This is an optimization exercise on Yosys and OpenROAD, whose aim is small area and a short achievable clock period, not a production implementation. The RTL was checked by simulation tests, not by an equivalence proof against the original design. Power is estimated from default activity; no workload was simulated.

## sync_event_ctrl
module sync_event_ctrl (
	input  logic                                  clk,
	input  logic                                  rst,
	input  logic                                  master_mode,
	input  logic                                  slave_mode,
	input  logic [4-1:0]               sync_rx_valid,
	input  logic [16-1:0]       sync_interval,
	input  logic [16-1:0]        sync_timeout,
	input  logic [32-1:0]          link_delay,
	input  logic [64-1:0]                sync_data,
	input  logic [8-1:0]                sync_ctrl,
	input  logic [4-1:0]               sync_wr,
	input  logic [4-1:0]               udp_rdy,
	output wire  [4*64-1:0]   udp_data,
	output wire  [4*8-1:0]   udp_ctrl,
	output wire  [4-1:0]               udp_wr,
	output logic [4-1:0]               sync_rdy,
	output logic [64-1:0]                local_clk_counter,
	output logic [64-1:0]                global_time,
	output logic                                  sync_state
);
==> flow/config.mk <==
export PLATFORM = sky130hd
export DESIGN_NAME = sync_event_ctrl
export DESIGN_NICKNAME = sync_event_ctrl
export VERILOG_FILES = /design/flow/design.v
export SDC_FILE = /design/flow/constraint.sdc
export NUM_CORES = 4
export LEC_CHECK = 0
export CAP_MARGIN = 20
export CORE_MARGIN = 2
export CORE_UTILIZATION = 50
export CTS_CLUSTER_DIAMETER = 80
export CTS_CLUSTER_SIZE = 20
export PLACE_DENSITY = 0.7
export SETUP_SLACK_MARGIN = 2.7
export SLEW_MARGIN = 20
export TNS_END_PERCENT = 30
==> flow/constraint.sdc <==
create_clock -name core_clock -period 5.5 [get_ports {clk}]
set_input_delay 1.1000 -clock core_clock [delete_from_list [all_inputs] [get_ports {clk}]]
set_output_delay 1.1000 -clock core_clock [all_outputs]
set_load 0.01 [all_outputs]
standard.sh (not shown) runs the stock make flow with config.mk's settings and CLKGATE_MAP_FILE= SYNTH_SCRIPT=/design/flow/synth_recipe.tcl, a recipe that flattens the netlist after the stock synthesis.
==> flow/flow/run.sh <==
#!/bin/bash
# Standard ORFS layout, with the smallest buffer on every port instead of
# the one buffer_ports picks by itself.
set -euo pipefail
export BUFFER_PORTS_ARGS="-buffer_cell sky130_fd_sc_hd__buf_1"
bash standard.sh > standard.log 2>&1
Then changed:
--- a/flow/config.mk
+++ b/flow/config.mk
@@ -14 +14 @@
-export SETUP_SLACK_MARGIN = 2.7
+export SETUP_SLACK_MARGIN = 2.5
Effect: Clock skew hardly moves. Global-route usage goes down by 0.39 points. Routed wire length goes down slightly. Final area goes down by a few percent. First-iteration DRC count goes up by a few percent. Worst hold slack is about the same. Maximum frequency goes down by a few percent. Area after synthesis is unchanged. Sequential power hardly moves. Power goes down slightly. Clock power is about the same.
Then changed:
--- a/flow/config.mk
+++ b/flow/config.mk
@@ -11,2 +11,3 @@
-export CTS_CLUSTER_DIAMETER = 80
-export CTS_CLUSTER_SIZE = 20
+export CTS_BUF_LIST = sky130_fd_sc_hd__clkbuf_8
+export CTS_CLUSTER_DIAMETER = 60
+export CTS_CLUSTER_SIZE = 12
@@ -16 +17 @@
-export TNS_END_PERCENT = 30
+export TNS_END_PERCENT = 10
Outcome: Total power goes down by about 2.2%. Wire length stays flat. Core utilization goes down by 0.29 points. Cell area goes down by about 0.5%. First-iteration DRC count goes down by 1.8%. Worst hold slack gets worse by 0.0059 ns.
Then changed:
--- a/flow/config.mk
+++ b/flow/config.mk
@@ -11,3 +11,2 @@
-export CTS_BUF_LIST = sky130_fd_sc_hd__clkbuf_8
-export CTS_CLUSTER_DIAMETER = 60
-export CTS_CLUSTER_SIZE = 12
+export CTS_CLUSTER_DIAMETER = 80
+export CTS_CLUSTER_SIZE = 20
@@ -15 +14 @@
-export SETUP_SLACK_MARGIN = 2.5
+export SETUP_SLACK_MARGIN = 2.9
@@ -17 +16 @@
-export TNS_END_PERCENT = 10
+export TNS_END_PERCENT = 30
=> Routed wire length grows by about 4%. Design area is higher by about 6%. Via count went up by about 2.8%. Setup slack gains 0.22 ns. Count of clock-buffer cells in the layout went down by 9. Non-clock buffer count rose by 109. Register-to-register slack improves by 0.20 ns. Global-route usage rises by 0.85 points. Synthesized cell count does not change. Power rises by about 3.5%. Clock skew is lower by 0.017 ns.

==> port drivers added, routing unchanged <==
No port has a modelled driver above. Below, the same layouts with a new extraction and two added sets of constraints. Step 1 (the two cells are an assumption about what drives the block):
set clk [get_ports {clk}]
set_driving_cell -lib_cell sky130_fd_sc_hd__clkbuf_16 $clk
set_driving_cell -lib_cell sky130_fd_sc_hd__buf_2 [delete_from_list [all_inputs] $clk]
Step 2 moves the port delays by t, midway between the first and last clock arrival at a register: inputs arrive t later, outputs are due t later. That takes back most of the time a late clock gives input paths. a / b / c = ideal / step 1 / step 2; a / b = the first two.
| run | shift t [ns] | setup slack, ns | slew at the worst register clock pin (ns) |
|---|---|---|---|
| the first run | 0.679 | 2.589 / 2.589 / 1.972 | 0.09 / 0.09 |
| the second run | 0.673 | 2.472 / 2.511 / 1.839 | 0.09 / 0.09 |
| the third run | 0.738 | 2.426 / 2.448 / 1.734 | 0.09 / 0.09 |
| the fourth run | 0.677 | 2.648 / 2.648 / 2.050 | 0.10 / 0.10 |
After both steps setup and hold are still met in every run listed. The setup slack of the third run, which loses most, moves by +0.022 ns with the drivers and by -0.692 ns with both steps.
